What follows belongs to an exercise in optimizing a design on an open flow for small area, a short achievable clock period and few clock cycles per item; a production flow would make more cautious choices. RTL that was checked went through simulation tests only; none was proved equivalent to the original. No functional check of the RTL was part of runs 1 to 5. No activity file was given, so power comes from the tool's default toggle rates.

### flow/design.v
package ahb3_pkg;
  typedef logic [32-1:0] addr_t;
  typedef logic [32-1:0] word_t;
  typedef enum logic [1:0] {
    IDLE   = 2'b00,
    BUSY   = 2'b01,
    NONSEQ = 2'b10,
    SEQ    = 2'b11
  } htrans_e;
  typedef enum logic [2:0] {
    BYTE = 3'b000,
    HALF = 3'b001,
    WORD = 3'b010
  } hsize_e;
  typedef enum logic {
    OKAY  = 1'b0,
    ERROR = 1'b1
  } hresp_e;
  typedef enum logic [1:0] {
    ERR_IDLE,
    ERR_FIRST,
    ERR_SECOND
  } err_state_e;
  typedef struct packed {
    logic    hsel;
    addr_t   haddr;
    logic    hwrite;
    hsize_e  hsize;
    htrans_e htrans;
  } ahb3_req_t;
  typedef struct packed {
    word_t  hrdata;
    logic   hready;
    hresp_e hresp;
  } ahb3_rsp_t;
endpackage
package tile_map_pkg;
  typedef enum logic [1:0] {
    SLV_DM,
    SLV_BOOT,
    SLV_NONE
  } slave_e;
  function automatic ahb3_pkg::word_t boot_image(input logic [2:0] idx);
    case (idx)
      3'd0:    boot_image = 32'h0000_0093;   
      3'd1:    boot_image = 32'h0000_1137;   
      3'd2:    boot_image = 32'hff01_0113;   
      3'd3:    boot_image = 32'hf140_2573;   
      3'd4:    boot_image = 32'h0000_0293;   
      3'd5:    boot_image = 32'h0002_8067;   
      3'd6:    boot_image = 32'h1050_0073;   
      default: boot_image = 32'h0000_006f;   
    endcase
  endfunction
  function automatic slave_e slave_decode(input ahb3_pkg::addr_t addr);
    case (addr[32-1 -: 4])
      4'h0:   slave_decode = tile_map_pkg::SLV_DM;
      4'hf: slave_decode = tile_map_pkg::SLV_BOOT;
      default:          slave_decode = tile_map_pkg::SLV_NONE;
    endcase
  endfunction
endpackage
`timescale 1ns/1ps
module ahb3_interconnect (
  input  logic                clk,
  input  logic                arst_n_i,
  input  ahb3_pkg::ahb3_req_t m_req_i,
  output logic                accept_o,
  output logic                sel_dm_o,
  output logic                sel_boot_o,
  output logic                hready_o,
  output logic                hresp_o
);
  tile_map_pkg::slave_e addr_slv;
  logic                 err_req;
  logic                 err_first;
  assign addr_slv = tile_map_pkg::slave_decode(m_req_i.haddr);
  assign accept_o = hready_o && m_req_i.hsel && m_req_i.htrans[1];
  assign sel_dm_o   = (addr_slv == tile_map_pkg::SLV_DM);
  assign sel_boot_o = (addr_slv == tile_map_pkg::SLV_BOOT);
  assign err_req = accept_o && (addr_slv == tile_map_pkg::SLV_NONE ||
                                (addr_slv == tile_map_pkg::SLV_BOOT && m_req_i.hwrite));
  assign err_first = !hready_o;
  always_ff @(posedge clk or negedge arst_n_i) begin
    if (!arst_n_i) begin
      hready_o <= 1'b1;
      hresp_o  <= 1'b0;
    end else if (err_first) begin
      hready_o <= 1'b1;
      hresp_o  <= 1'b1;
    end else begin
      hready_o <= !err_req;
      hresp_o  <= err_req;
    end
  end
endmodule
`timescale 1ns/1ps
module ahb3_sram_sp (
  input  logic                clk,
  input  logic                arst_n_i,
  input  logic                wr_take_i,    
  input  ahb3_pkg::addr_t     haddr_i,
  input  ahb3_pkg::hsize_e    hsize_i,
  input  ahb3_pkg::word_t     hwdata_i,
  input  logic                ovr_i,
  input  ahb3_pkg::word_t     ovr_data_i,
  output ahb3_pkg::word_t     rdata_o
);
  localparam int unsigned LANES = 32 / 8;
  localparam int unsigned OFF_W = $clog2(LANES);
  localparam int unsigned WORDS = 1024 / LANES;
  localparam int unsigned IDX_W = $clog2(WORDS);
  logic [IDX_W-1:0] a_idx;
  logic [LANES-1:0] addr_be;
  logic [IDX_W-1:0] dp_idx;
  logic [15:0]      dp_col_n;   
  logic [15:0]      dp_row;     
  logic [LANES-1:0] dp_wbe;     
  logic             hit;
  logic [LANES-1:0] alt_sel;    
  ahb3_pkg::word_t  alt_data;
  logic [32-1:0][1:0] half_n;     
  logic [32-1:0][1:0] half_n_q;
  ahb3_pkg::word_t  alt_n;      
  ahb3_pkg::word_t  alt_n_q;
  assign a_idx = haddr_i[IDX_W+OFF_W-1:OFF_W];
  always_comb begin
    case (hsize_i)
      ahb3_pkg::BYTE: addr_be = LANES'(1) << haddr_i[OFF_W-1:0];
      ahb3_pkg::HALF: addr_be = LANES'(3) << {haddr_i[OFF_W-1:1], 1'b0};
      ahb3_pkg::WORD: addr_be = '1;
      default:        addr_be = '0;
    endcase
  end
  always_ff @(posedge clk or negedge arst_n_i) begin
    if (!arst_n_i) begin
      dp_wbe <= '0;
    end else begin
      dp_wbe <= wr_take_i ? addr_be : '0;
    end
  end
  always_ff @(posedge clk) begin
    dp_idx <= a_idx;
  end
  always_ff @(posedge clk) begin
    for (int c = 0; c < 16; c++) dp_col_n[c] <= (a_idx[3:0] != 4'(c));
    for (int r = 0; r < 16; r++) dp_row[r]   <= (a_idx[7:4] == 4'(r));
  end
  for (genvar l = 0; l < LANES; l++) begin : g_lane
    ahb3_sram_lane #(.IDX_W(IDX_W)) u_lane (
      .clk      (clk),
      .we_i     (dp_wbe[l]),
      .dp_col_n_i(dp_col_n),
      .dp_row_i (dp_row),
      .wdata_i  (hwdata_i[8*l +: 8]),
      .a_idx_i  (a_idx),
      .alt_i    (alt_sel[l]),
      .half_n_o (half_n[8*l +: 8])
    );
  end
  assign hit = (dp_idx == a_idx);
  always_comb begin
    for (int i = 0; i < LANES; i++) begin
      alt_sel[i]         = ovr_i || (hit && dp_wbe[i]);
      alt_data[8*i +: 8] = ovr_i ? ovr_data_i[8*i +: 8] : hwdata_i[8*i +: 8];
      alt_n[8*i +: 8]    = ~({8{alt_sel[i]}} & alt_data[8*i +: 8]);
    end
  end
  always_ff @(posedge clk) begin
    half_n_q <= half_n;
    alt_n_q  <= alt_n;
  end
  always_comb begin
    for (int b = 0; b < 32; b++) begin
      rdata_o[b] = !(alt_n_q[b] && half_n_q[b][0] && half_n_q[b][1]);
    end
  end
endmodule
module ahb3_sram_lane #(
  parameter int unsigned IDX_W = 8
) (
  input  logic              clk,
  input  logic              we_i,        
  input  logic [15:0]       dp_col_n_i,  
  input  logic [15:0]       dp_row_i,    
  input  logic [7:0]        wdata_i,
  input  logic [IDX_W-1:0]  a_idx_i,     
  input  logic              alt_i,       
  output logic [7:0][1:0]   half_n_o     
);
  localparam int unsigned COL_W = IDX_W / 2;
  localparam int unsigned ROW_W = IDX_W - COL_W;
  localparam int unsigned COLS  = 1 << COL_W;
  localparam int unsigned ROWS  = 1 << ROW_W;
  logic [COLS-1:0] a_col;      
  logic [ROWS-1:0] a_row;
  logic [ROWS-1:0] dp_row_we_n;
  always_comb begin
    for (int c = 0; c < COLS; c++) a_col[c] = (a_idx_i[COL_W-1:0] == COL_W'(c));
    for (int r = 0; r < ROWS; r++) a_row[r] = (a_idx_i[IDX_W-1:COL_W] == ROW_W'(r));
  end
  always_comb begin
    for (int r = 0; r < ROWS; r++) dp_row_we_n[r] = !(we_i && dp_row_i[r]);
  end
  logic [ROWS-1:0][7:0] none;
  for (genvar r = 0; r < ROWS; r++) begin : g_row
    ahb3_sram_row #(
      .COLS (COLS),
      .LANES(1)
    ) u_row (
      .clk        (clk),
      .lane_we_n_i(dp_row_we_n[r]),
      .col_we_n_i (dp_col_n_i),
      .wdata_i    (wdata_i),
      .col_i      (a_col),
      .row_i      (a_row[r]),
      .none_o     (none[r])
    );
  end
  for (genvar b = 0; b < 8; b++) begin : g_bit
    logic [ROWS-1:0] none_rows;
    for (genvar r = 0; r < ROWS; r++) begin : g_r
      assign none_rows[r] = none[r][b];
    end
    ahb3_sram_or_tree #(.N(ROWS)) u_tree (
      .none_i (none_rows),
      .alt_i  (alt_i),
      .half_n_o(half_n_o[b])
    );
  end
endmodule
module ahb3_sram_row #(
  parameter int unsigned COLS  = 16,
  parameter int unsigned LANES = 4
) (
  input  logic                 clk,
  input  logic [LANES-1:0]     lane_we_n_i,   
  input  logic [COLS-1:0]      col_we_n_i,    
  input  logic [8*LANES-1:0]   wdata_i,
  input  logic [COLS-1:0]      col_i,         
  input  logic                 row_i,         
  output logic [8*LANES-1:0]   none_o         
);
  logic [8*LANES-1:0] mem [COLS];
  for (genvar c = 0; c < COLS; c++) begin : g_col
    for (genvar l = 0; l < LANES; l++) begin : g_lane
      logic we;
      ahb3_sram_nor2 u_we (.a(lane_we_n_i[l]), .b(col_we_n_i[c]), .y(we));
      always_ff @(posedge clk) begin
        if (we) mem[c][8*l +: 8] <= wdata_i[8*l +: 8];
      end
    end
  end
  for (genvar b = 0; b < 8 * LANES; b++) begin : g_bit
    logic [1:0] half;
    for (genvar h = 0; h < 2; h++) begin : g_half
      logic [COLS/2-1:0] d;
      for (genvar c = 0; c < COLS / 2; c++) begin : g_c
        assign d[c] = mem[(COLS/2)*h + c][b];
      end
      ahb3_sram_sel8 u_half (.sel_i(col_i[(COLS/2)*h +: COLS/2]), .d_i(d), .y(half[h]));
    end
    ahb3_sram_o21ai u_row (.a1(half[0]), .a2(half[1]), .b1(row_i), .y(none_o[b]));
  end
endmodule
module ahb3_sram_or_tree #(
  parameter int unsigned N = 16
) (
  input  logic [N-1:0] none_i,
  input  logic         alt_i,
  output logic [1:0]   half_n_o
);
  logic [N/4-1:0] some;
  for (genvar q = 0; q < N / 4; q++) begin : g_quad
    ahb3_sram_nand4 u_quad (.a(none_i[4*q +: 4]), .y(some[q]));
  end
  assign half_n_o[0] = alt_i || !(|some[N/8-1:0]);
  assign half_n_o[1] = alt_i || !(|some[N/4-1:N/8]);
endmodule
module ahb3_sram_sel8 (
  input  logic [7:0] sel_i,
  input  logic [7:0] d_i,
  output logic       y
);
  logic [2:0] grp_n;
  ahb3_sram_a222oi u_g0 (.s(sel_i[2:0]), .d(d_i[2:0]), .y(grp_n[0]));
  ahb3_sram_a222oi u_g1 (.s(sel_i[5:3]), .d(d_i[5:3]), .y(grp_n[1]));
  assign grp_n[2] = !((sel_i[6] & d_i[6]) | (sel_i[7] & d_i[7]));
  assign y = !(&grp_n);
endmodule
module ahb3_sram_a222oi (
  input  logic [2:0] s,
  input  logic [2:0] d,
  output logic       y
);
  assign y = !(|(s & d));
endmodule
module ahb3_sram_a22oi (
  input  logic a1, a2, b1, b2,
  output logic y
);
  assign y = !((a1 & a2) | (b1 & b2));
endmodule
module ahb3_sram_nand4 (
  input  logic [3:0] a,
  output logic       y
);
  assign y = !(&a);
endmodule
module ahb3_sram_o21ai (
  input  logic a1, a2, b1,
  output logic y
);
  assign y = !((a1 | a2) & b1);
endmodule
module ahb3_sram_nor2 (
  input  logic a, b,
  output logic y
);
  assign y = !(a | b);
endmodule
`timescale 1ns/1ps
module ahb3_bootrom (
  input  logic [$clog2(8)-1:0] idx_i,
  output ahb3_pkg::word_t                        rdata_o
);
  assign rdata_o = tile_map_pkg::boot_image(idx_i);
endmodule
`timescale 1ns/1ps
module ahb3_tile (
  input  logic                clk,
  input  logic                arst_n_i,
  input  logic                hsel_i,
  input  logic [31:0]         haddr_i,
  input  logic                hwrite_i,
  input  logic [2:0]          hsize_i,
  input  logic [1:0]          htrans_i,
  input  logic [31:0]         hwdata_i,
  output logic [31:0]         hrdata_o,
  output logic                hready_o,
  output logic                hresp_o
);
  ahb3_pkg::ahb3_req_t req_i;
  assign req_i.hsel   = hsel_i;
  assign req_i.haddr  = haddr_i;
  assign req_i.hwrite = hwrite_i;
  assign req_i.hsize  = ahb3_pkg::hsize_e'(hsize_i);
  assign req_i.htrans = ahb3_pkg::htrans_e'(htrans_i);
  logic            accept;
  logic            sel_dm;
  logic            sel_boot;
  ahb3_pkg::word_t rdata;
  ahb3_pkg::word_t boot_rdata;
  ahb3_interconnect u_bus (
    .clk       (clk),
    .arst_n_i  (arst_n_i),
    .m_req_i   (req_i),
    .accept_o  (accept),
    .sel_dm_o  (sel_dm),
    .sel_boot_o(sel_boot),
    .hready_o  (hready_o),
    .hresp_o   (hresp_o)
  );
  ahb3_sram_sp u_ram (
    .clk      (clk),
    .arst_n_i (arst_n_i),
    .wr_take_i(accept && sel_dm && hwrite_i),
    .haddr_i  (req_i.haddr),
    .hsize_i  (req_i.hsize),
    .hwdata_i (hwdata_i),
    .ovr_i    (sel_boot),
    .ovr_data_i(boot_rdata),
    .rdata_o  (rdata)
  );
  ahb3_bootrom u_bootrom (
    .idx_i  (haddr_i[4:2]),
    .rdata_o(boot_rdata)
  );
  assign hrdata_o = rdata;
endmodule
### flow/flow/run.sh
#!/bin/bash
# The standard layout (standard.sh), with three changes:
#  - the port buffers are plain buffers instead of delay cells,
#  - repair may swap a cell for one of another footprint (so a slow buffer
#    can become a fast one),
#  - clock tree leaves drive larger clusters, and no dummy loads are added.
# Each ORFS step keeps its own log under orfs/logs/; make's output is in
# flow.log.
set -euo pipefail
bash standard.sh \
  BUFFER_PORTS_ARGS="-buffer_cell sky130_fd_sc_hd__buf_4" \
  MATCH_CELL_FOOTPRINT=0 \
  CTS_ARGS="-sink_clustering_enable -repair_clock_nets -dont_use_dummy_load -sink_clustering_size 16 -sink_clustering_max_diameter 45 -sink_clustering_buffer sky130_fd_sc_hd__clkbuf_8" \
  finish > flow.log 2>&1
### flow/standard.sh
#!/bin/bash
# synth_recipe.tcl (not shown) runs the flow's synth.tcl, then flattens the netlist and writes it again
# the make line also repeats each setting of config.mk as NAME=value (left out here)
make -C /OpenROAD-flow-scripts/flow DESIGN_CONFIG=/design/flow/config.mk WORK_HOME=/design/flow/orfs CLKGATE_MAP_FILE= SYNTH_SCRIPT=/design/flow/synth_recipe.tcl "${@:-finish}"
### flow/config.mk
export PLATFORM = sky130hd
export DESIGN_NAME = ahb3_tile
export DESIGN_NICKNAME = ahb3_tile
export VERILOG_FILES = /design/flow/design.v
export SDC_FILE = /design/flow/constraint.sdc
export NUM_CORES = 8
export LEC_CHECK = 0
export CAP_MARGIN = 20
export CORE_MARGIN = 2
export CORE_UTILIZATION = 75
export GPL_ROUTABILITY_DRIVEN = 0
export PLACE_DENSITY = 0.82
export SETUP_SLACK_MARGIN = 4.0
export SLEW_MARGIN = 20
export SYNTH_HIERARCHICAL = 1
export SYNTH_MEMORY_MAX_BITS = 16384
### flow/constraint.sdc
create_clock -name core_clock -period 7.0 [get_ports {clk}]
set_input_delay 1.4000 -clock core_clock [delete_from_list [all_inputs] [get_ports {clk}]]
set_output_delay 1.4000 -clock core_clock [all_outputs]
set_load 0.01 [all_outputs]
==> flow_summary.yaml, run 1 <==
setup_path:
  crit_type: "in -> reg"
  critPathMaxFanout: 62
  max_stage_delay_ns: 0.51
  crit_chain: "buf_16, clkbuf_16, buf_4, and4bb_4, buf_8, buf_4, a222oi_1, nand3_1, o21ai_1, nand4_1, o21bai_1"
  r2r_cells: 2
  cp_slowest_cell: "o21ai_1"
  end_kind: "flip-flop"
  cp_top_family: "compound AO/OA/AOI/OAI gates"
  startpoint_type: "input port"
  cp.arrival_ns: 4.33
  regToRegSetupSlack_ns: 3.77
  r2r-end: "u_ram.g_lane[2].u_lane.g_row[1].u_row.mem[4][6]"
  cp_common_cell: "buf_4"
  r2r-start: "u_ram.dp_row[1]"
  crit_path_start: "haddr_i[4]"
  required_ns: 8.02
  worst-path-buf-inv: 5
floorplanning:
  design.core.area_mm2: 0.389
  initial_core_util_pct: 75.4
  die_area_mm2: 0.396
  rows: 229
  die_h_um: 630
  die_w_um: 630
  num_io_pins: 107
route:
  via_per_inst: 8.40
  drtPass1Iterations: 14
  drtIter0Drc: 47900
  wirelength_mm: 847
  drc: 0
  dr_total_vias: 177000
  wire_per_inst_um: 40.2
  ant_nets: 1
timing:
  final-hold-violation-count: 0
  period_share_pct: 47.3
  slew_viol_final: 0
  timing.setup.tns_ns: 0
  maxSlewHeadroom_pct: 11.5
  fin_skew_ns: 0.0930
  rsz0062_at_grt: "true"
  worst_pin_slew_ns: 1.33
  setup_violations: 0
  period_minus_slack_ns: 3.31
  fmax_mhz: 302
layout:
  nets: 15900
  final_common_cell: "edfxtp_1"
  fin_cells: 21100
  drive_above_1_share_pct: 10.2
  final_cell_mix: "edfxtp_1, a222oi_1, a22oi_1"
  num-fill-cells: 16900
  syn2layout_area_growth_pct: 8.45
grt:
  grtUsageTotal_pct: 40.7
  antenna_found_initial: 61
  grt_max_degree: 218
  overflow: 0
  grt_pass1_wl_mm: 1150
  grt_pass1_vias: 166000
synth:
  synth.avg_cell_area_um2: 20.1
  synth_edf_count: 8192
  ys_seq_area_share_pct: 84.8
  ys_ff_latch: 8334
  ys_types: 51
  netlist_instances: 14600
  synth-main-ff-cell: "edfxtp_1"
  netlist_area_mm2: 0.294
  ys_warn_count: 12
  async_reset_ff_share_pct: 0.0720
placed_design:
  io_buffers: 87
  dp.cells: 20100
  place_hpwl_mm: 428
cts:
  cts_buffer_depth: 4
  cts-buffers-inserted: 667
  ctsHtreeMaxLevel: 6
  clk_pin_slew_ns: 0.09
  cts.sinks: 8334
  cts_tree: "yes"
  cts-root-buf: "clkbuf_16"
  cts_hold_buffers: 0
  clock_latency_ns: 1.09
power:
  power_density_mw_per_mm2: 259
  p_leak_nw: 95.9
  ir_worst_vdd_v: 0.000310
outcome:
  so_faults: "antenna rules"
  status: "failed layout checks"
min_path:
  holdCritPathClass: "in -> async"
run:
  cap_violations: 0
[Yosys cell counts, types with 5 or more instances]
cell type	n	area share, %
buf_4	49	0.13
buf_6	9	0.035
a22oi_1	1046	2.7
a222oi_1	2048	7.0
xor2_1	5	0.015
nand2b_1	5	0.011
nor2_1	1041	1.3
a22oi_2	10	0.043
and4b_1	32	0.11
dfxtp_1	136	0.93
o21ai_1	512	0.87
nor4b_2	32	0.16
nand3_1	1063	1.8
nor4_2	9	0.038
o21bai_1	64	0.16
dfrtp_1	5	0.043
nand4_1	130	0.28
buf_2	8	0.014
nand2_1	79	0.10
and4bb_2	48	0.20
and3_1	33	0.070
and4_1	8	0.024
nor2b_1	7	0.015
nor3_1	6	0.010
clkbuf_1	7	0.0090
edfxtp_1	8192	84
[layout make-up]
type / instances / area [um2] / area share, %
Sequential cell: 8334 / 249000 / 78.3
Multi-Input combinational cell: 6283 / 46100 / 14.5
Clock buffer: 667 / 9960 / 3.13
Tap cell: 5197 / 6500 / 2.04
Timing Repair Buffer: 494 / 6390 / 2.01
Antenna cell: 80 / 200 / 0.0629
Inverter: 5 / 18.8 / 0.00590
[modules after synthesis (local to each module, per instance), excerpt]
module            cells inside  flops+latches  times used  cell area, um2
ahb3_sram_a222oi             1              0        2048            10.0
ahb3_sram_nand4              1              0         128            6.26
ahb3_sram_nor2               1              0        1024            3.75
ahb3_sram_o21ai              1              0         512            5.00
ahb3_sram_sel8               2              0        1024            12.5
ahb3_sram_sp               330            140           1            4020
ahb3_tile                    1              0           1            6.26
[metrics by stage]
stage               area (um2)  total power [mW]  setup slack, ns  hold slack (ns)  utilization, %
global route            318000              83.9             3.80            0.139            81.7
global placement        303000              58.9             1.84            0.440            77.9
detailed placement      303000              59.1             1.77            0.440            77.9
CTS                     316000              81.8             3.80           0.0927            81.2
finish                  318000              82.5             3.69            0.147            81.7
floorplan               294000              57.1             1.55            0.452               -
[worst max path at each step]
stage | end | slack (ns) | depth (start not counted)
finish | u_ram.half_n_q[41] | 3.69 | 11
global placement | u_ram.half_n_q[1] | 1.84 | 9
global route | hrdata_o[10] | 3.80 | 2
floorplan | u_ram.half_n_q[37] | 1.55 | 7
CTS | hrdata_o[31] | 3.80 | 2
detailed placement | u_ram.half_n_q[3] | 1.77 | 9
[where the power goes]
group          internal (mW)  switching, mW
sequential              54.8          0.152
clock                   9.43           14.4
combinational          0.930           2.82
total                   65.1           17.4
[metal layers]
layer  global-route usage [%]  share of wire, %  vias up
met5                        0             0.089        -
met4                     23.3               7.3       72
met3                     13.3                18     3605
met2                     60.7                45    20300
met1                     53.8                30    85400
li1                         -                 -    67500
[cells by family after synthesis]
kind of cell    Yosys count  synth area share, %
flops                  8334                 84.8
buf+inv                  82                0.196
compound gates         3693                 10.8
other cells               2              0.00256
xor+xnor                  9               0.0269
simple gates           2508                 4.21
[sequential cells by signal (all words and copies together) (netlist names)]
signal                               count
u_ram.dp_wbe                             4
u_bus.hresp_o                            1
u_ram.g_lane.u_lane.g_row.u_row.mem   8192
u_ram.dp_row                            16
u_ram.alt_n_q                           32
u_ram.dp_idx                             8
u_ram.half_n_q                          64
u_ram.dp_col_n                          16
u_bus.hready_o                           1
[timing repair]
item,4_1_cts,5_1_grt
pin swaps,124,209
setup buffers,42,77
setup endpoints to repair,97,519
endpoints found under the hold margin,0,0
gates resized for setup,359,157
gates cloned,86,38
==> inputs of run 2 (changes only) <==
--- a/flow/design.v
+++ b/flow/design.v
@@ -194,3 +194,3 @@
   localparam int unsigned ROWS  = 1 << ROW_W;
-  logic [COLS-1:0] a_col;      
+  logic [1:0][COLS-1:0] a_col;   
   logic [ROWS-1:0] a_row;
@@ -198,3 +198,2 @@
   always_comb begin
-    for (int c = 0; c < COLS; c++) a_col[c] = (a_idx_i[COL_W-1:0] == COL_W'(c));
     for (int r = 0; r < ROWS; r++) a_row[r] = (a_idx_i[IDX_W-1:COL_W] == ROW_W'(r));
@@ -204,2 +203,5 @@
   end
+  for (genvar h = 0; h < 2; h++) begin : g_dec
+    ahb3_sram_dec #(.W(COL_W)) u_col (.idx_i(a_idx_i[COL_W-1:0]), .sel_o(a_col[h]));
+  end
   logic [ROWS-1:0][7:0] none;
@@ -214,3 +216,3 @@
       .wdata_i    (wdata_i),
-      .col_i      (a_col),
+      .col_i      (a_col[r / (ROWS / 2)]),
       .row_i      (a_row[r]),
@@ -279,2 +281,12 @@
 endmodule
+module ahb3_sram_dec #(
+  parameter int unsigned W = 4
+) (
+  input  logic [W-1:0]      idx_i,
+  output logic [(1<<W)-1:0] sel_o
+);
+  always_comb begin
+    for (int i = 0; i < (1 << W); i++) sel_o[i] = (idx_i == W'(i));
+  end
+endmodule
 module ahb3_sram_sel8 (
==> flow_summary.yaml, run 2 <==
route:
  ant_nets: 0
  via_per_inst: 8.27
  drtIter0Drc: 43800
  drtPass1Iterations: 22
  wirelength_mm: 794
  wire_per_inst_um: 37.8
  dr_total_vias: 174000
  drc: 0
timing:
  period_minus_slack_ns: 3.37
  timing.setup.tns_ns: 0
  rsz0062_at_grt: "true"
  fmax_mhz: 296
  setup_violations: 0
  slew_viol_final: 0
  final-hold-violation-count: 0
  fin_skew_ns: 0.101
  worst_pin_slew_ns: 1.41
  fin_hold_ws_ns: 0.124
  maxSlewHeadroom_pct: 6.14
  period_share_pct: 48.2
floorplanning:
  die_h_um: 631
  design.core.area_mm2: 0.392
  initial_core_util_pct: 75.3
  die_area_mm2: 0.398
  num_io_pins: 107
  rows: 230
  die_w_um: 631
synth:
  synthTopCellsByArea: "edfxtp_1, a222oi_1, a22oi_1, nand3_1, nor2_1"
  synth_edf_count: 8192
  synth-main-ff-cell: "edfxtp_1"
  synthTopCellsByCount: "edfxtp_1, a222oi_1, nand3_1"
  synth_xor_xnor_area_share_pct: 0.0267
  ys_warn_count: 13
  synth.avg_cell_area_um2: 20.1
  ys_types: 52
  synthAdderAreaFrac_pct: 0
  netlist_area_mm2: 0.295
  synth.most_common_cell: "edfxtp_1"
  synthMuxAreaShare_pct: 0
  async_reset_ff_share_pct: 0.0720
  ys_ff_latch: 8334
  yosysTopAreaCellShare_pct: 83.4
  synth_compound_area_share_pct: 10.7
  synth_top_family_by_area: "compound AO/OA/AOI/OAI gates"
  ys_seq_area_share_pct: 84.4
  netlist_instances: 14700
  synth_top_cell_by_area: "edfxtp_1"
  synthSimpleGateAreaFrac_pct: 4.60
setup_path:
  startpoint_type: "flip-flop"
  crit_type: "reg -> reg"
  required_ns: 7.69
  regToRegSetupSlack_ns: 3.63
  end_kind: "flip-flop"
  cp.arrival_ns: 4.07
  critPathMaxFanout: 19
layout:
  largest_reg_flops: 8192
  design_area_mm2: 0.317
  reg_top3: "u_ram.g_lane.u_lane.g_row.u_row.mem x8192, u_ram.half_n_q x64, u_ram.alt_n_q x32"
  syn2layout_area_growth_pct: 7.57
  drive_above_1_share_pct: 10.3
  fin_cells: 21000
  final_common_cell: "edfxtp_1"
  final_cell_mix: "edfxtp_1, a222oi_1, a22oi_1"
  regMostFlops: "u_ram.g_lane.u_lane.g_row.u_row.mem"
  nets: 15800
outcome:
  status: "complete, no violations"
grt:
  grtUsageMet3_pct: 10.0
  grt_pass1_vias: 164000
  antenna_found_initial: 32
  grt_util_met1_pct: 52.3
  grt_util_met2_pct: 58.2
  busiest_layer: "met2"
  grt_pass1_wl_mm: 1100
  grt_max_degree: 218
  overflow: 0
  grtUsageTotal_pct: 38.4
power:
  seqPwrFrac_pct: 66.8
  clkPwrFrac_pct: 28.8
  p_sw_mw: 17.1
  ir_worst_vdd_v: 0.000319
  power.share.switching_pct: 20.8
  power_density_mw_per_mm2: 259
  p_int_mw: 65.0
  p_leak_nw: 95.4
  p_comb_share_pct: 4.3
cts:
  cts_hold_buffers: 0
  cts.sinks: 8334
  ctsHtreeMaxLevel: 6
  cts_tree: "yes"
  cts-buffers-inserted: 665
  cts_buffer_depth: 4
  clk_pin_slew_ns: 0.09
  cts-root-buf: "clkbuf_16"
  clock_latency_ns: 1.09
placed_design:
  place_hpwl_mm: 432
  dp.cells: 20200
  dpl_cell_area_mm2: 0.304
  io_buffers: 87
run:
  cap_violations: 0
min_path:
  holdCritPathClass: "in -> async"
==> run 2: cell types whose count changed in the layout (fill, tap and decap cells not counted), moves of 20 or more <==
cell | before | now
nor2_1 | 1022 | 896
nor2_2 | 19 | 145
diode_2 | 80 | 40
buf_12 | 61 | 25
nor4b_4 | 19 | 48
and4bb_2 | 54 | 29
o21ai_1 | 432 | 457
o21ai_2 | 74 | 52
and4bb_1 | 0 | 20
==> run 2: power groups by stage <==
stage                     combinational (mW)  sequential, mW  clock (mW)
after floorplan                         1.22            55.9           0
after global placement                  2.97            56.0           0
after detailed placement                3.13            56.0           0
after CTS                               3.29            54.9        23.6
after global routing                    3.61            54.9        25.2
final                                   3.56            54.9        23.7
==> run 2: metal layers <==
metal	share of wire [%]	vias to the layer above
met3	16	2946
met2	46	18100
li1	-	67300
met4	6.8	12
met1	31	85200
met5	0.0096	-
==> run 2: logic make-up (layout without fill, tap and decap cells) <==
group,Yosys count,in the layout
AO/OA/AOI/OAI,3693,3693
XOR/XNOR,9,9
buffers and inverters,98,1098
flip-flops,8334,8334
other,2,48
AND/OR/NAND/NOR,2572,2585
==> run 2: stage by stage <==
stage	util [%]	total power, mW	setup WS [ns]
CTS	80.5	81.7	3.75
detailed placement	77.6	59.1	1.92
global route	80.9	83.7	3.76
finish	81.0	82.2	3.63
floorplan	-	57.1	3.11
global placement	77.6	59.0	2.07
==> run 2: modules after synthesis (local to each module, per instance), excerpt <==
module / copies in the design / flip-flops and latches / area [um2]
ahb3_sram_sp: 1 / 140 / 4020
ahb3_bootrom: 1 / 0 / 287
ahb3_interconnect: 1 / 2 / 100
ahb3_sram_sel8: 1024 / 0 / 12.5
ahb3_sram_a222oi: 2048 / 0 / 10.0
ahb3_sram_nand4: 128 / 0 / 6.26
ahb3_tile: 1 / 0 / 6.26
ahb3_sram_o21ai: 512 / 0 / 5.00
ahb3_sram_nor2: 1024 / 0 / 3.75
==> run 2: timing repair <==
action	in CTS	in global routing
gates resized for setup	382	230
cloned	23	23
buffers inserted	3	34
pin swaps	90	146
endpoints found under the setup margin	440	1277
endpoints found under the hold margin	0	0
==> run 2: final cells by class <==
| class | count | area [um2] |
|---|---|---|
| diodes | 40 | 100 |
| clock buffers | 665 | 9930 |
| fillers | 17500 | 74600 |
| inverters | 5 | 18.8 |
| multi-input cells | 6295 | 46800 |
| flip-flops and latches | 8334 | 249000 |
| well taps | 5220 | 6530 |
| repair buffers | 428 | 4850 |
==> run 2: critical path: stages (launching register included) <==
cell and delay (ns):
dfrtp_2 1.05, nand2_1 0.91, nor2_1 0.92
==> run 2: worst paths after layout <==
path	startpoint	end	cells after the start
min in group core_clock	u_bus.hready_o	u_bus.hresp_o	2
worst min register to register	u_bus.hready_o	u_bus.hresp_o	2
worst max-delay path	u_ram.dp_wbe[1]	u_ram.g_lane[1].u_lane.g_row[10].u_row.mem[4][7]	2
worst min-delay path	arst_n_i	u_ram.dp_wbe[1]	1
worst max register to register	u_ram.dp_wbe[1]	u_ram.g_lane[1].u_lane.g_row[10].u_row.mem[4][7]	2
max in group asynchronous	arst_n_i	u_bus.hready_o	1
==> inputs of run 3 (changes only) <==
--- a/flow/design.v
+++ b/flow/design.v
@@ -116,3 +116,2 @@
   logic [15:0]      dp_col_n;   
-  logic [15:0]      dp_row;     
   logic [LANES-1:0] dp_wbe;     
@@ -146,3 +145,2 @@
     for (int c = 0; c < 16; c++) dp_col_n[c] <= (a_idx[3:0] != 4'(c));
-    for (int r = 0; r < 16; r++) dp_row[r]   <= (a_idx[7:4] == 4'(r));
   end
@@ -151,5 +149,4 @@
       .clk      (clk),
-      .we_i     (dp_wbe[l]),
+      .we_i     (wr_take_i && addr_be[l]),
       .dp_col_n_i(dp_col_n),
-      .dp_row_i (dp_row),
       .wdata_i  (hwdata_i[8*l +: 8]),
@@ -184,3 +181,2 @@
   input  logic [15:0]       dp_col_n_i,  
-  input  logic [15:0]       dp_row_i,    
   input  logic [7:0]        wdata_i,
@@ -200,4 +196,4 @@
   end
-  always_comb begin
-    for (int r = 0; r < ROWS; r++) dp_row_we_n[r] = !(we_i && dp_row_i[r]);
+  always_ff @(posedge clk) begin
+    dp_row_we_n <= ~({ROWS{we_i}} & a_row);
   end
@@ -296,14 +292,7 @@
 );
-  logic [2:0] grp_n;
-  ahb3_sram_a222oi u_g0 (.s(sel_i[2:0]), .d(d_i[2:0]), .y(grp_n[0]));
-  ahb3_sram_a222oi u_g1 (.s(sel_i[5:3]), .d(d_i[5:3]), .y(grp_n[1]));
-  assign grp_n[2] = !((sel_i[6] & d_i[6]) | (sel_i[7] & d_i[7]));
-  assign y = !(&grp_n);
-endmodule
-module ahb3_sram_a222oi (
-  input  logic [2:0] s,
-  input  logic [2:0] d,
-  output logic       y
-);
-  assign y = !(|(s & d));
+  logic [3:0] pair_n;
+  for (genvar p = 0; p < 4; p++) begin : g_pair
+    assign pair_n[p] = !((sel_i[2*p] & d_i[2*p]) | (sel_i[2*p+1] & d_i[2*p+1]));
+  end
+  assign y = !(&pair_n);
 endmodule
==> flow_summary.yaml, run 3 <==
synth:
  async_reset_ff_share_pct: 0.0716
  synth.most_common_cell: "edfxtp_1"
  netlist_instances: 15800
  ys_ff_latch: 8382
  netlist_area_mm2: 0.299
  synthTopCellsByCount: "edfxtp_1, a22oi_1, nand4_1"
  ys_types: 53
  synth_top_cell_by_area: "edfxtp_1"
  synth_edf_count: 8192
  synth.avg_cell_area_um2: 18.9
  synth-main-ff-cell: "edfxtp_1"
  synthTopCellsByArea: "edfxtp_1, a22oi_1, nand4_1, nor2_1, dfxtp_1"
  ys_seq_area_share_pct: 83.5
  yosysTopAreaCellShare_pct: 82.2
  ys_warn_count: 13
grt:
  grt_max_degree: 202
  grt_util_met1_pct: 53.8
  grt_pass1_wl_mm: 1110
  grt_util_met2_pct: 58.0
  busiest_layer: "met2"
  grt_pass1_vias: 165000
  antenna_found_initial: 28
  overflow: 0
  grtUsageTotal_pct: 38.1
  grtUsageMet3_pct: 9.31
layout:
  final_common_cell: "edfxtp_1"
  multi_input_comb_area_mm2: 0.0502
  reg_top3: "u_ram.g_lane.u_lane.g_row.u_row.mem x8192, u_ram.g_lane.u_lane.dp_row_we_n x64, u_ram.half_n_q x64"
  largest_reg_flops: 8192
  num-fill-cells: 18300
  design_area_mm2: 0.321
  drive_above_1_share_pct: 8.91
  regMostFlops: "u_ram.g_lane.u_lane.g_row.u_row.mem"
  final_cell_mix: "edfxtp_1, a22oi_1, nand4_1"
  ff_latch_area_mm2: 0.250
  syn2layout_area_growth_pct: 7.43
  nets: 16900
outcome:
  status: "complete, no violations"
setup_path:
  cp_slowest_cell: "o21ai_1"
  crit_chain: "buf_16, clkbuf_16, buf_4, nor4_4, clkbuf_8, a22oi_1, nand4_1, o21ai_1, nand4_1, o21bai_1"
  max_stage_delay_ns: 0.50
  crit_type: "in -> reg"
  r2r-end: "u_ram.g_lane[1].u_lane.dp_row_we_n[12]"
  end_kind: "flip-flop"
  cp_common_cell: "nand4_1"
  cp_top_family: "compound AO/OA/AOI/OAI gates"
  r2r-start: "u_bus.hready_o"
  worst-path-buf-inv: 4
  critPathMaxFanout: 64
  startpoint_type: "input port"
  regToRegSetupSlack_ns: 4.05
  cp.arrival_ns: 4.23
  r2r_cells: 8
  required_ns: 7.99
placed_design:
  place_hpwl_mm: 435
  pre_cts_slack_ns: 1.86
  io_buffers: 87
  dpl_cell_area_mm2: 0.309
timing:
  setup_violations: 0
  worst_pin_slew_ns: 1.28
  period_minus_slack_ns: 3.24
  worst_slack_ns: 3.76
  fin_hold_ws_ns: 0.254
  timing.setup.tns_ns: 0
  rsz0062_at_grt: "true"
  period_share_pct: 46.3
  fin_skew_ns: 0.0833
  slew_viol_final: 0
  final-hold-violation-count: 0
  maxSlewHeadroom_pct: 14.8
  fmax_mhz: 308
floorplanning:
  num_io_pins: 107
  die_h_um: 636
  die_w_um: 636
  die_area_mm2: 0.404
  design.core.area_mm2: 0.397
  rows: 231
  initial_core_util_pct: 75.5
cts:
  cts.sinks: 8382
  cts_buffer_depth: 4
  clk_pin_slew_ns: 0.09
  cts-buffers-inserted: 678
  ctsHtreeMaxLevel: 6
  cts_tree: "yes"
  clock_latency_ns: 1.08
  cts-root-buf: "clkbuf_16"
power:
  p_leak_nw: 94.4
  ir_worst_vdd_v: 0.000268
  power_density_mw_per_mm2: 257
route:
  ant_nets: 0
  dr_total_vias: 174000
  drtPass1Iterations: 9
  wirelength_mm: 789
  wire_per_inst_um: 35.7
  drtIter0Drc: 33900
  drc: 0
  via_per_inst: 7.87
run:
  cap_violations: 0
min_path:
  holdCritPathClass: "in -> async"
-- run 3: logic make-up after synthesis --
group                     Yosys count  synth area share (%)
xor gates and xnor gates            9                0.0289
DFF                              8382                  83.5
buffers and inverters              86                 0.240
and+or+nand+nor                  2602                  4.83
AOI/OAI and AO/OA                4717                  11.4
other                               2               0.00251
-- run 3: modules after synthesis (local to each module, per instance), a selection --
module	cells	times used	cell area, um2	flops+latches
ahb3_bootrom	40	1	287	0
ahb3_interconnect	9	1	100	2
ahb3_sram_nand4	1	128	6.26	0
ahb3_sram_nor2	1	1024	3.75	0
ahb3_sram_o21ai	1	512	5.00	0
ahb3_sram_sel8	5	1024	36.3	0
ahb3_sram_sp	288	1	3530	124
ahb3_tile	1	1	6.26	0
-- run 3: timing repair --
action | in CTS | in global routing
setup endpoints to repair | 120 | 103
gates cloned | 26 | 16
hold buffers | 0 | 0
resized for setup | 324 | 122
setup buffers | 6 | 21
pin swaps | 41 | 23
-- run 3: final cells by class --
class | count | area share (%)
well taps | 5242 | 2.04
diodes | 28 | 0.0218
repair buffers | 422 | 1.40
multi-input cells | 7359 | 15.6
inverters | 5 | 0.00584
clock buffers | 678 | 3.14
flip-flops and latches | 8382 | 77.8
-- run 3: layer usage --
| metal | part of all wire (%) | vias to the layer above | wire length (um) |
|---|---|---|---|
| met5 | 0.015 | - | 120 |
| met4 | 5.1 | 18 | 40600 |
| met3 | 15 | 2483 | 120000 |
| met2 | 47 | 16200 | 367000 |
| met1 | 33 | 85800 | 261000 |
| li1 | - | 69600 | - |
-- run 3: report_power, final --
part	total (mW)	leakage, nW	internal, mW	switching (mW)
combinational	3.43	14.0	0.824	2.60
sequential	55.1	75.2	55.0	0.108
clock	24.0	5.23	9.56	14.4
total	82.6	94.4	65.4	17.1
-- run 3: stage by stage --
stage,cells,total power [mW],util [%]
4_1_cts,22000,82.3,80.8
3_5_place_dp,21300,59.3,77.8
6_report,22100,82.6,81.1
5_1_grt,22100,84.2,81.1
2_1_floorplan,15800,57.4,-
3_3_place_gp,21300,59.2,77.8
-- run 3: how the worst max path moves through the flow --
stage	startpoint	depth (start not counted)	end
floorplan	haddr_i[4]	7	u_ram.half_n_q[0]
global placement	haddr_i[5]	9	u_ram.half_n_q[39]
detailed placement	haddr_i[5]	9	u_ram.half_n_q[45]
CTS	u_ram.half_n_q[48]	2	hrdata_o[24]
global route	u_ram.half_n_q[3]	2	hrdata_o[1]
finish	haddr_i[2]	10	u_ram.half_n_q[14]
==> inputs of run 4 (changes only) <==
--- a/flow/config.mk
+++ b/flow/config.mk
@@ -9,5 +9,5 @@
 export CORE_MARGIN = 2
-export CORE_UTILIZATION = 75
+export CORE_UTILIZATION = 72
 export GPL_ROUTABILITY_DRIVEN = 0
-export PLACE_DENSITY = 0.82
+export PLACE_DENSITY = 0.8
 export SETUP_SLACK_MARGIN = 4.0
==> flow_summary.yaml, run 4 <==
placed_design:
  place_hpwl_mm: 440
  dpl_cell_area_mm2: 0.309
  dp.cells: 21600
  pre_cts_slack_ns: 1.92
  io_buffers: 87
power:
  clkPwrFrac_pct: 29.1
  power_density_mw_per_mm2: 257
  power.share.switching_pct: 20.7
  p_sw_mw: 17.1
  p_comb_share_pct: 4.1
  seqPwrFrac_pct: 66.8
  p_leak_nw: 94.3
  p_int_mw: 65.5
  ir_worst_vdd_v: 0.000242
synth:
  synth.avg_cell_area_um2: 18.9
  yosysTopAreaCellShare_pct: 82.2
  synthTopCellsByCount: "edfxtp_1, a22oi_1, nand4_1"
  async_reset_ff_share_pct: 0.0716
  ys_ff_latch: 8382
  synth.most_common_cell: "edfxtp_1"
  ys_seq_area_share_pct: 83.5
  ys_warn_count: 13
  netlist_area_mm2: 0.299
  ys_types: 53
  netlist_instances: 15800
  synth_top_cell_by_area: "edfxtp_1"
  synthTopCellsByArea: "edfxtp_1, a22oi_1, nand4_1, nor2_1, dfxtp_1"
  synth-main-ff-cell: "edfxtp_1"
  synth_edf_count: 8192
cts:
  clk_pin_slew_ns: 0.09
  cts_hold_buffers: 0
  cts-root-buf: "clkbuf_16"
  ctsHtreeMaxLevel: 6
  cts_tree: "yes"
  cts.sinks: 8382
  cts-buffers-inserted: 685
  clock_latency_ns: 1.09
  cts_buffer_depth: 4
setup_path:
  required_ns: 7.94
  startpoint_type: "input port"
  crit_type: "in -> reg"
  regToRegSetupSlack_ns: 4.04
  r2r_cells: 8
  cp.arrival_ns: 4.13
  r2r-start: "u_bus.hready_o"
  r2r-end: "u_ram.g_lane[1].u_lane.dp_row_we_n[14]"
  end_kind: "flip-flop"
  critPathMaxFanout: 24
timing:
  timing.setup.tns_ns: 0
  period_minus_slack_ns: 3.19
  slew_viol_final: 0
  period_share_pct: 45.6
  rsz0062_at_grt: "true"
  final-hold-violation-count: 0
  worst_slack_ns: 3.81
  fmax_mhz: 314
  maxSlewHeadroom_pct: 15.7
  worst_pin_slew_ns: 1.26
  fin_skew_ns: 0.0890
  setup_violations: 0
layout:
  design_area_mm2: 0.321
  regMostFlops: "u_ram.g_lane.u_lane.g_row.u_row.mem"
  largest_reg_flops: 8192
  reg_top3: "u_ram.g_lane.u_lane.g_row.u_row.mem x8192, u_ram.g_lane.u_lane.dp_row_we_n x64, u_ram.half_n_q x64"
  fin_cells: 22300
  utilization_pct: 77.7
  nets: 16900
  drive_above_1_share_pct: 8.66
  final_common_cell: "edfxtp_1"
  num-fill-cells: 21000
  final_cell_mix: "edfxtp_1, a22oi_1, nand4_1"
  syn2layout_area_growth_pct: 7.41
floorplanning:
  die_w_um: 649
  num_io_pins: 107
  design.core.area_mm2: 0.413
  initial_core_util_pct: 72.4
  die_area_mm2: 0.421
  rows: 236
  die_h_um: 649
route:
  dr.max_layer_used: "met5"
  ant_nets: 0
  drtPass1Iterations: 7
  wirelength_mm: 777
  dr_total_vias: 172000
  via_per_inst: 7.69
  wire_per_inst_um: 34.8
  drc: 0
  wl_met3_mm: 109
  wl_met1_mm: 266
  dr_wl_met2_mm: 364
  drtIter0Drc: 32700
grt:
  grtUsageTotal_pct: 35.8
  overflow: 0
  antenna_found_initial: 22
  grt_pass1_vias: 163000
  grt_max_degree: 186
  grt_pass1_wl_mm: 1100
min_path:
  holdCritPathClass: "in -> async"
run:
  cap_violations: 0
outcome:
  status: "complete, no violations"
run 4: kinds of logic (layout without fill, tap and decap cells):
group                     count (synthesis)  count (layout)  synth area share [%]
DFF                                    8382            8382                  83.5
buffers and inverters                    86            1091                 0.240
AOI/OAI and AO/OA                      4717            4717                  11.4
other                                     2              22               0.00251
xor gates and xnor gates                  9               9                0.0289
and+or+nand+nor                        2602            2627                  4.83
run 4: worst max-delay path by stage:
stage                             startpoint                  to
final                             haddr_i[7]  u_ram.half_n_q[17]
after global routing      u_ram.half_n_q[62]        hrdata_o[31]
after CTS                 u_ram.half_n_q[62]        hrdata_o[31]
after detailed placement          haddr_i[5]   u_ram.half_n_q[8]
after global placement            haddr_i[5]   u_ram.half_n_q[0]
after floorplan                   haddr_i[4]   u_ram.half_n_q[0]
run 4: cell type report:
| cell class | instances | area (um2) | share of cell area (%) |
|---|---|---|---|
| well taps | 5474 | 6850 | 2.13 |
| flip-flops and latches | 8382 | 250000 | 77.8 |
| clock buffers | 685 | 10200 | 3.18 |
| multi-input cells | 7361 | 50100 | 15.6 |
| inverters | 5 | 18.8 | 0.00584 |
| diodes | 14 | 35.0 | 0.0109 |
| repair buffers | 401 | 4130 | 1.29 |
run 4: routing by layer:
layer  GRT usage (%)  vias to the layer above
met3            7.85                     2073
met1            51.0                    85300
met4            14.6                       18
li1                -                    69500
met2            55.3                    14700
met5               0                        -
run 4: metrics by stage:
step | hold WS (ns) | power, mW
final | 0.284 | 82.6
after global routing | 0.264 | 84.3
after CTS | 0.208 | 82.4
after detailed placement | 0.448 | 59.3
after global placement | 0.436 | 59.2
after floorplan | 0.452 | 57.4
run 4: critical path: stages:
cell	delay, ns
buf_4	0.48
buf_12	0.39
nand2_1	0.46
nor2_1	0.64
o21ai_1	0.23
nand4_1	0.25
o21bai_2	0.14
run 4: power by group through the flow:
stage / Sequential (mW) / Combinational, mW / Clock [mW]
floorplan: 56.2 / 1.18 / 0
global placement: 56.3 / 2.97 / 0
detailed placement: 56.2 / 3.08 / 0
CTS: 55.1 / 3.21 / 24.1
global route: 55.1 / 3.48 / 25.7
finish: 55.2 / 3.37 / 24.0
run 4: repair_timing:
item | CTS | global route
gates resized for setup | 307 | 148
buffers inserted | 7 | 4
cloned | 11 | 20
endpoints found under the hold margin | 0 | 0
setup endpoints to repair | 114 | 105
pin swaps | 29 | 13
run 4: per-module statistics from Yosys (local to each module, per instance), excerpt:
module,times used,cells
ahb3_interconnect,1,9
ahb3_sram_o21ai,512,1
ahb3_sram_sp,1,288
ahb3_sram_sel8,1024,5
ahb3_tile,1,1
ahb3_bootrom,1,40
ahb3_sram_nand4,128,1
==> inputs of run 5 (changes only) <==
--- a/flow/config.mk
+++ b/flow/config.mk
@@ -9,5 +9,5 @@
 export CORE_MARGIN = 2
-export CORE_UTILIZATION = 72
+export CORE_UTILIZATION = 70
 export GPL_ROUTABILITY_DRIVEN = 0
-export PLACE_DENSITY = 0.8
+export PLACE_DENSITY = 0.78
 export SETUP_SLACK_MARGIN = 4.0
==> flow_summary.yaml, run 5 <==
outcome:
  status: "complete, no violations"
power:
  p_int_mw: 65.5
  p_comb_share_pct: 4.1
  ir_worst_vdd_v: 0.000259
  power_density_mw_per_mm2: 257
  clkPwrFrac_pct: 29.2
  power.share.switching_pct: 20.7
  p_sw_mw: 17.1
  p_leak_nw: 94.5
  seqPwrFrac_pct: 66.7
layout:
  nets: 16900
  drive_above_1_share_pct: 8.78
  reg_top3: "u_ram.g_lane.u_lane.g_row.u_row.mem x8192, u_ram.g_lane.u_lane.dp_row_we_n x64, u_ram.half_n_q x64"
  final_common_cell: "edfxtp_1"
  design_area_mm2: 0.322
  largest_reg_flops: 8192
  final_cell_mix: "edfxtp_1, a22oi_1, nand4_1"
  syn2layout_area_growth_pct: 7.67
  fin_cells: 22500
  regMostFlops: "u_ram.g_lane.u_lane.g_row.u_row.mem"
cts:
  clock_latency_ns: 1.09
  ctsHtreeMaxLevel: 6
  cts-root-buf: "clkbuf_16"
  cts.sinks: 8382
  cts_hold_buffers: 0
  cts_tree: "yes"
  cts-buffers-inserted: 686
  cts_buffer_depth: 4
  clk_pin_slew_ns: 0.07
synth:
  netlist_instances: 15800
  netlist_area_mm2: 0.299
  synth-main-ff-cell: "edfxtp_1"
  synth.most_common_cell: "edfxtp_1"
  synth_top_cell_by_area: "edfxtp_1"
  synthTopCellsByArea: "edfxtp_1, a22oi_1, nand4_1, nor2_1, dfxtp_1"
  ys_ff_latch: 8382
  ys_warn_count: 13
  ys_seq_area_share_pct: 83.5
  yosysTopAreaCellShare_pct: 82.2
  synth.avg_cell_area_um2: 18.9
  ys_types: 53
  synth_edf_count: 8192
  synthTopCellsByCount: "edfxtp_1, a22oi_1, nand4_1"
  async_reset_ff_share_pct: 0.0716
timing:
  maxSlewHeadroom_pct: 10.1
  worst_pin_slew_ns: 1.35
  fmax_mhz: 310
  slew_viol_final: 0
  final-hold-violation-count: 0
  setup_violations: 0
  period_share_pct: 46.1
  fin_hold_ws_ns: 0.318
  timing.setup.tns_ns: 0
  period_minus_slack_ns: 3.22
  worst_slack_ns: 3.78
  fin_skew_ns: 0.105
  rsz0062_at_grt: "true"
route:
  drtPass1Iterations: 6
  dr_total_vias: 170000
  wirelength_mm: 779
  drc: 0
  wire_per_inst_um: 34.6
  via_per_inst: 7.55
  ant_nets: 0
  drtIter0Drc: 30700
grt:
  grt_max_degree: 206
  overflow: 0
  grtUsageTotal_pct: 35.2
  grt_pass1_vias: 161000
  antenna_found_initial: 27
  grt_pass1_wl_mm: 1100
placed_design:
  io_buffers: 87
  dp.cells: 21800
  place_hpwl_mm: 440
  pre_cts_slack_ns: 1.82
  dpl_cell_area_mm2: 0.310
min_path:
  holdCritPathClass: "in -> async"
floorplanning:
  initial_core_util_pct: 70.2
  die_h_um: 658
  num_io_pins: 107
  rows: 240
  die_area_mm2: 0.433
  design.core.area_mm2: 0.426
  die_w_um: 658
setup_path:
  cp_common_cell: "nand4_1"
  cp_slowest_cell: "nand4_1"
  startpoint_type: "input port"
  crit_type: "in -> reg"
  crit_chain: "buf_16, buf_8, and4bb_4, buf_4, a22oi_1, nand4_1, o21ai_1, nand4_1, o21bai_1"
  required_ns: 7.96
  critPathMaxFanout: 30
  max_stage_delay_ns: 0.42
  end_kind: "flip-flop"
  cp.arrival_ns: 4.18
run:
  cap_violations: 0
-- run 5: cell counts after synthesis --
No cell type changed its count.
-- run 5: worst paths after layout --
| path | start | end | slack (ns) | cells after the start |
|---|---|---|---|---|
| setup / recovery | haddr_i[2] | u_ram.half_n_q[4] | 3.78 | 9 |
| hold reg to reg | u_bus.hready_o | u_bus.hresp_o | 0.71 | 3 |
| setup reg to reg | u_ram.dp_col_n[1] | u_ram.g_lane[3].u_lane.g_row[15].u_row.mem[1][2] | 3.95 | 4 |
| max in group asynchronous | arst_n_i | u_bus.hready_o | 6.30 | 1 |
| hold / removal | arst_n_i | u_ram.dp_wbe[0] | 0.32 | 1 |
| min in group core_clock | hwrite_i | u_bus.hready_o | 0.69 | 3 |
-- run 5: cell type report --
| cell class | count | area [um2] |
|---|---|---|
| inverters | 5 | 18.8 |
| diodes | 11 | 27.5 |
| well taps | 5687 | 7120 |
| fillers | 23000 | 104000 |
| repair buffers | 425 | 4750 |
| clock buffers | 686 | 10200 |
| flip-flops and latches | 8382 | 250000 |
| multi-input cells | 7353 | 50000 |
-- run 5: per-layer routing --
| metal | vias to the layer above | GRT usage (%) | share of wire, % |
|---|---|---|---|
| met5 | - | 0 | 0.018 |
| met1 | 85000 | 50.1 | 35 |
| met4 | 20 | 14.9 | 4.9 |
| met2 | 13800 | 54.2 | 47 |
| li1 | 69600 | - | - |
| met3 | 1875 | 7.56 | 14 |
-- run 5: per-module statistics from Yosys, one instance, submodules excluded, a selection --
module,flip-flops and latches,cells
ahb3_tile,0,1
ahb3_sram_nor2,0,1
ahb3_sram_nand4,0,1
ahb3_bootrom,0,40
ahb3_sram_o21ai,0,1
ahb3_sram_sp,124,288
ahb3_sram_sel8,0,5
ahb3_interconnect,2,9
-- run 5: power groups by stage --
stage                     combinational (mW)  sequential, mW  clock (mW)
after CTS                               3.26            55.1        24.1
after global routing                    3.53            55.1        25.9
final                                   3.40            55.1        24.1
after floorplan                         1.18            56.2           0
after detailed placement                3.11            56.2           0
after global placement                  3.00            56.2           0
-- run 5: critical path, delay by kind of cell --
| family | cells | cell delay, ns |
|---|---|---|
| simple gates | 3 | 1.02 |
| compound gates | 3 | 0.86 |
| buf+inv | 3 | 0.83 |
-- run 5: metrics by stage --
step	util [%]	total power, mW
floorplan	-	57.4
global placement	72.6	59.2
detailed placement	72.6	59.4
CTS	75.4	82.5
global route	75.6	84.5
finish	75.6	82.6
-- run 5: cell families (layout without fill, tap and decap cells) --
logic type      Yosys count  count (layout)  share of synthesized area, %
compound gates         4717            4717                          11.4
xor+xnor                  9               9                        0.0289
buf+inv                  86            1116                         0.240
flops                  8382            8382                          83.5
other cells               2              19                       0.00251
simple gates           2602            2619                          4.83
-- run 5: timing repair --
item                                    in CTS  in global routing
endpoints found under the setup margin     109                 97
cloned                                      20                 10
resized for setup                          336                 80
pin swaps                                   37                 17
setup buffers                               14                  2
==> inputs of run 6 (changes only) <==
--- a/flow/design.v
+++ b/flow/design.v
@@ -190,3 +190,3 @@
   localparam int unsigned ROWS  = 1 << ROW_W;
-  logic [1:0][COLS-1:0] a_col;   
+  logic [COLS-1:0] a_col;      
   logic [ROWS-1:0] a_row;
@@ -194,2 +194,3 @@
   always_comb begin
+    for (int c = 0; c < COLS; c++) a_col[c] = (a_idx_i[COL_W-1:0] == COL_W'(c));
     for (int r = 0; r < ROWS; r++) a_row[r] = (a_idx_i[IDX_W-1:COL_W] == ROW_W'(r));
@@ -199,5 +200,2 @@
   end
-  for (genvar h = 0; h < 2; h++) begin : g_dec
-    ahb3_sram_dec #(.W(COL_W)) u_col (.idx_i(a_idx_i[COL_W-1:0]), .sel_o(a_col[h]));
-  end
   logic [ROWS-1:0][7:0] none;
@@ -212,3 +210,3 @@
       .wdata_i    (wdata_i),
-      .col_i      (a_col[r / (ROWS / 2)]),
+      .col_i      (a_col),
       .row_i      (a_row[r]),
@@ -277,12 +275,2 @@
 endmodule
-module ahb3_sram_dec #(
-  parameter int unsigned W = 4
-) (
-  input  logic [W-1:0]      idx_i,
-  output logic [(1<<W)-1:0] sel_o
-);
-  always_comb begin
-    for (int i = 0; i < (1 << W); i++) sel_o[i] = (idx_i == W'(i));
-  end
-endmodule
 module ahb3_sram_sel8 (
--- a/flow/config.mk
+++ b/flow/config.mk
@@ -9,5 +9,5 @@
 export CORE_MARGIN = 2
-export CORE_UTILIZATION = 70
+export CORE_UTILIZATION = 75
 export GPL_ROUTABILITY_DRIVEN = 0
-export PLACE_DENSITY = 0.78
+export PLACE_DENSITY = 0.82
 export SETUP_SLACK_MARGIN = 4.0
==> flow_summary.yaml, run 6 <==
setup_path:
  cp_slowest_cell: "nor2_1"
  worst-path-buf-inv: 2
  startpoint_type: "input port"
  max_stage_delay_ns: 0.69
  regToRegSetupSlack_ns: 3.89
  r2r-end: "u_ram.g_lane[3].u_lane.g_row[2].u_row.mem[11][1]"
  critPathMaxFanout: 23
  required_ns: 7.94
  crit_chain: "buf_6, buf_4, nand2_1, nor2_1, o21ai_1, nand4_1, o21bai_1"
  end_kind: "flip-flop"
  cp_top_family: "simple AND/OR/NAND/NOR gates"
  crit_type: "in -> reg"
  r2r-start: "u_ram.dp_col_n[11]"
  cp.arrival_ns: 4.20
  r2r_cells: 3
grt:
  overflow: 0
  grtUsageTotal_pct: 38.8
  grt_max_degree: 179
  grt_pass1_wl_mm: 1120
  antenna_found_initial: 26
  grt_pass1_vias: 165000
power:
  power_density_mw_per_mm2: 257
  p_leak_nw: 94.7
  ir_worst_vdd_v: 0.000251
layout:
  regMostFlops: "u_ram.g_lane.u_lane.g_row.u_row.mem"
  syn2layout_area_growth_pct: 8.23
  drive_above_1_share_pct: 9.38
  nets: 17000
  num-fill-cells: 18000
  reg_top3: "u_ram.g_lane.u_lane.g_row.u_row.mem x8192, u_ram.g_lane.u_lane.dp_row_we_n x64, u_ram.half_n_q x64"
  utilization_pct: 81.4
  largest_reg_flops: 8192
  final_cell_mix: "edfxtp_1, a22oi_1, nand4_1"
  final_common_cell: "edfxtp_1"
timing:
  slew_viol_final: 0
  final-hold-violation-count: 0
  fin_skew_ns: 0.0752
  setup_violations: 0
  rsz0062_at_grt: "true"
  fin_hold_ws_ns: 0.336
  maxSlewHeadroom_pct: 23.0
  worst_pin_slew_ns: 1.15
  fmax_mhz: 306
  period_share_pct: 46.6
  timing.setup.tns_ns: 0
  period_minus_slack_ns: 3.27
synth:
  synth_top_cell_by_area: "edfxtp_1"
  ys_types: 48
  async_reset_ff_share_pct: 0.0716
  synth.most_common_cell: "edfxtp_1"
  synthTopCellsByCount: "edfxtp_1, a22oi_1, nand4_1"
  synthTopCellsByArea: "edfxtp_1, a22oi_1, nand4_1, nor2_1, dfxtp_1"
  ys_ff_latch: 8382
  netlist_area_mm2: 0.297
  synth_edf_count: 8192
  netlist_instances: 15700
  yosysTopAreaCellShare_pct: 82.7
  synth-main-ff-cell: "edfxtp_1"
  synth.avg_cell_area_um2: 18.9
  ys_seq_area_share_pct: 84.0
  ys_warn_count: 12
floorplanning:
  die_area_mm2: 0.402
  rows: 231
  die_h_um: 634
  die_w_um: 634
  initial_core_util_pct: 75.2
  design.core.area_mm2: 0.395
  num_io_pins: 107
route:
  wirelength_mm: 796
  drtIter0Drc: 35300
  wire_per_inst_um: 35.9
  dr_total_vias: 174000
  drc: 0
  ant_nets: 0
  via_per_inst: 7.85
  drtPass1Iterations: 21
placed_design:
  io_buffers: 87
  place_hpwl_mm: 439
cts:
  cts_buffer_depth: 4
  cts.sinks: 8382
  clk_pin_slew_ns: 0.11
  cts_tree: "yes"
  clock_latency_ns: 1.07
  cts-buffers-inserted: 676
  ctsHtreeMaxLevel: 6
  cts-root-buf: "clkbuf_16"
min_path:
  holdCritPathClass: "in -> async"
outcome:
  status: "complete, no violations"
run:
  cap_violations: 0
[run 6: cell count changes after synthesis, moves of 16 or more]
cell and delta:
and4b_1 -32, and4bb_1 -40, buf_6 -32, nand2b_1 +16, nor2_1 +36, nor3_1 +24
nor4b_4 -32
[run 6: per-stage QoR]
| stage | worst slack (ns) | cells | total power [mW] | area (um2) |
|---|---|---|---|---|
| finish | 3.73 | 22200 | 82.6 | 322000 |
| floorplan | 1.77 | 15700 | 57.3 | 298000 |
| global route | 3.78 | 22100 | 84.2 | 322000 |
| CTS | 3.79 | 22100 | 82.2 | 321000 |
| detailed placement | 1.73 | 21300 | 59.3 | 308000 |
| global placement | 1.74 | 21300 | 59.2 | 308000 |
[run 6: Yosys stat by module (local to each module, per instance), a selection]
module / cells inside / copies in the design
ahb3_tile: 1 / 1
ahb3_interconnect: 9 / 1
ahb3_sram_nor2: 1 / 1024
ahb3_bootrom: 40 / 1
ahb3_sram_nand4: 1 / 128
ahb3_sram_sel8: 5 / 1024
ahb3_sram_sp: 288 / 1
ahb3_sram_o21ai: 1 / 512
[run 6: report_power, final]
group	internal, mW	switching [mW]
Sequential	55.0	0.120
Clock	9.54	14.4
Combinational	0.834	2.63
[run 6: routing by layer]
| layer | GRT usage [%] | part of all wire (%) | vias to the layer above |
|---|---|---|---|
| met3 | 9.50 | 15 | 2406 |
| met4 | 19.3 | 5.6 | 24 |
| met1 | 53.6 | 32 | 85900 |
| met2 | 59.4 | 47 | 16200 |
| met5 | 0 | 0.024 | - |
| li1 | - | - | 69400 |
[run 6: worst max path at each step]
stage | startpoint | cells past startpoint | endpoint
after floorplan | haddr_i[4] | 6 | u_ram.half_n_q[13]
after global placement | haddr_i[2] | 9 | u_ram.half_n_q[42]
after detailed placement | haddr_i[3] | 10 | u_ram.half_n_q[40]
after CTS | u_ram.half_n_q[52] | 2 | hrdata_o[26]
after global routing | u_ram.half_n_q[7] | 2 | hrdata_o[3]
final | haddr_i[7] | 7 | u_ram.half_n_q[49]
[run 6: final cells by class]
class,instances,area [um2],share of cell area [%]
antenna,33,82.6,0.0257
tap,5242,6560,2.04
timing repair buffer,514,5910,1.84
inverter,5,18.8,0.00583
sequential,8382,250000,77.7
clock buffer,676,10100,3.13
multi-input combinational,7308,49200,15.3
[run 6: logic make-up after synthesis]
group                  count (synthesis)  synth area share (%)
AND/OR/NAND/NOR                     2562                  4.38
XOR/XNOR                               9                0.0290
other                                  2               0.00252
AO/OA/AOI/OAI                       4717                  11.5
flip-flops                          8382                  84.0
buffers and inverters                 54                 0.121
[run 6: timing repair]
action,4_1_cts,5_1_grt
setup endpoints to repair,372,121
pin swaps,74,60
hold buffers,0,0
cloned,23,9
setup buffers,64,56
gates resized for setup,382,117
Testbench counts of run 6, summed over its fixed seeds: cycles 26,056, transfers 26,048.
==> inputs of run 7 (changes only) <==
--- a/flow/config.mk
+++ b/flow/config.mk
@@ -9,5 +9,5 @@
 export CORE_MARGIN = 2
-export CORE_UTILIZATION = 75
+export CORE_UTILIZATION = 66
 export GPL_ROUTABILITY_DRIVEN = 0
-export PLACE_DENSITY = 0.82
+export PLACE_DENSITY = 0.74
 export SETUP_SLACK_MARGIN = 4.0
==> flow_summary.yaml, run 7 <==
outcome:
  status: "complete, no violations"
route:
  wirelength_mm: 785
  dr_total_vias: 167000
  wire_per_inst_um: 34.5
  via_per_inst: 7.35
  drtPass1Iterations: 16
  drtIter0Drc: 28600
synth:
  ys_types: 48
  synth.avg_cell_area_um2: 18.9
  async_reset_ff_share_pct: 0.0716
  synthTopCellsByCount: "edfxtp_1, a22oi_1, nand4_1"
  netlist_area_mm2: 0.297
  synthTopCellsByArea: "edfxtp_1, a22oi_1, nand4_1, nor2_1, dfxtp_1"
  ys_ff_latch: 8382
  synth_edf_count: 8192
  ys_warn_count: 12
  ys_seq_area_share_pct: 84.0
  yosysTopAreaCellShare_pct: 82.7
  synth_top_cell_by_area: "edfxtp_1"
cts:
  cts_tree: "yes"
  cts_hold_buffers: 0
  cts.sinks: 8382
  clk_pin_slew_ns: 0.08
  cts-buffers-inserted: 696
  ctsHtreeMaxLevel: 6
  cts_buffer_depth: 4
setup_path:
  startpoint_type: "input port"
  critPathMaxFanout: 128
  worst-path-buf-inv: 3
  regToRegSetupSlack_ns: 4.05
  crit_chain: "buf_12, buf_12, nand2b_4, nor2_4, buf_12, a22oi_1, nand4_1, o21ai_2, nand4_1, o21bai_1"
  r2r_cells: 2
  cp_common_cell: "buf_12"
  cp.arrival_ns: 4.25
  required_ns: 7.98
  max_stage_delay_ns: 0.45
grt:
  overflow: 0
  grt_pass1_vias: 160000
  grt_util_met1_pct: 47.8
  grt_pass1_wl_mm: 1110
  antenna_found_initial: 28
  grt_util_met2_pct: 52.6
  busiest_layer: "met2"
timing:
  maxSlewHeadroom_pct: 13.6
  setup_violations: 0
  period_share_pct: 46.7
  worst_pin_slew_ns: 1.29
  timing.setup.tns_ns: 0
  period_minus_slack_ns: 3.27
power:
  seqPwrFrac_pct: 66.6
  power_density_mw_per_mm2: 257
  clkPwrFrac_pct: 29.3
  p_comb_share_pct: 4.0
  ir_worst_vdd_v: 0.000298
  power.share.switching_pct: 20.7
  p_leak_nw: 94.3
layout:
  drive_above_1_share_pct: 8.59
  nets: 16900
  final_common_cell: "edfxtp_1"
  final_cell_mix: "edfxtp_1, a22oi_1, nand4_1"
  num-fill-cells: 26500
  syn2layout_area_growth_pct: 8.34
placed_design:
  place_hpwl_mm: 430
floorplanning:
  design.core.area_mm2: 0.449
  rows: 246
  die_h_um: 675
  num_io_pins: 107
  initial_core_util_pct: 66.3
  die_area_mm2: 0.456
min_path:
  holdCritPathClass: "in -> async"
run:
  cap_violations: 0
[run 7: area by class of cell]
cell class	count	area (um2)	area share, %
Inverter	5	18.8	0.00582
Clock buffer	696	10400	3.21
Tap cell	5952	7450	2.31
Multi-Input combinational cell	7302	49000	15.2
Antenna cell	20	50.0	0.0155
Timing Repair Buffer	416	5330	1.66
Sequential cell	8382	250000	77.6
[run 7: per-layer routing]
| metal | part of all wire [%] | wire, um |
|---|---|---|
| met2 | 47 | 370000 |
| met5 | 0.021 | 166 |
| met4 | 4.7 | 37100 |
| met1 | 36 | 282000 |
| met3 | 12 | 95900 |
[run 7: power groups by stage]
stage	clock [mW]	combinational [mW]	sequential, mW
5_1_grt	26.1	3.48	55.1
3_3_place_gp	0	3.03	56.3
4_1_cts	24.4	3.26	55.1
6_report	24.3	3.34	55.2
3_5_place_dp	0	3.11	56.3
2_1_floorplan	0	1.14	56.2
[run 7: timing repair]
item | 4_1_cts | 5_1_grt
endpoints found under the setup margin | 146 | 102
buffers inserted | 60 | 7
resized for setup | 321 | 115
pin swaps | 53 | 28
cloned | 18 | 4
endpoints found under the hold margin | 0 | 0
[run 7: modules after synthesis, one instance, submodules excluded, a selection]
module	cells	area, um2	copies in the design
ahb3_sram_sel8	5	36.3	1024
ahb3_sram_o21ai	1	5.00	512
ahb3_sram_nor2	1	3.75	1024
ahb3_tile	1	6.26	1
ahb3_sram_sp	288	3530	1
ahb3_bootrom	40	287	1
ahb3_sram_nand4	1	6.26	128
ahb3_interconnect	9	100	1
[run 7: kinds of logic after synthesis]
| logic type | count (synthesis) | synth area share [%] |
|---|---|---|
| flops | 8382 | 84.0 |
| compound gates | 4717 | 11.5 |
| simple gates | 2562 | 4.38 |
| buf+inv | 54 | 0.121 |
| xor+xnor | 9 | 0.0290 |
| other cells | 2 | 0.00252 |
[run 7: stage by stage]
step	cells	cell area [um2]	power [mW]	hold WS [ns]	setup WS, ns
6_report	22800	322000	82.8	0.337	3.73
5_1_grt	22800	322000	84.7	0.282	3.74
4_1_cts	22700	322000	82.8	0.263	3.71
3_5_place_dp	22000	309000	59.4	0.435	1.81
3_3_place_gp	22000	309000	59.3	0.436	1.83
2_1_floorplan	15700	298000	57.3	0.452	1.77
[run 7: how the worst max path moves through the flow]
stage                             from                  to  cells after the start
finish                      haddr_i[4]  u_ram.half_n_q[32]                     10
global route        u_ram.half_n_q[11]         hrdata_o[5]                      2
CTS                 u_ram.half_n_q[42]        hrdata_o[21]                      2
detailed placement          haddr_i[5]  u_ram.half_n_q[33]                      9
global placement            haddr_i[5]  u_ram.half_n_q[33]                      9
floorplan                   haddr_i[4]  u_ram.half_n_q[13]                      6

static timing again, ports no longer ideal:
No port has a modelled driver above. Below, the same layouts with a new extraction and two added sets of constraints. Step 1 assumes that a clkbuf_16 drives the clock port and a buf_2 every other input. Step 2 also shifts input and output timing later by t, the mid clock arrival at the registers, as if the neighbouring blocks saw the same clock. Slacks: ideal ports / drivers / drivers and shift; pairs: ideal ports / drivers.
| run | shift t [ns] | setup slack, ns |
|---|---|---|
| run 1 | 1.185 | 3.686 / 3.386 / 2.201 |
| run 2 | 1.169 | 3.627 / 3.258 / 2.089 |
| run 3 | 1.175 | 3.758 / 3.467 / 2.292 |
| run 4 | 1.167 | 3.811 / 3.551 / 2.383 |
| run 5 | 1.173 | 3.775 / 3.478 / 2.305 |
| run 6 | 1.169 | 3.735 / 3.566 / 2.397 |
| run 7 | 1.177 | 3.730 / 3.658 / 2.537 |
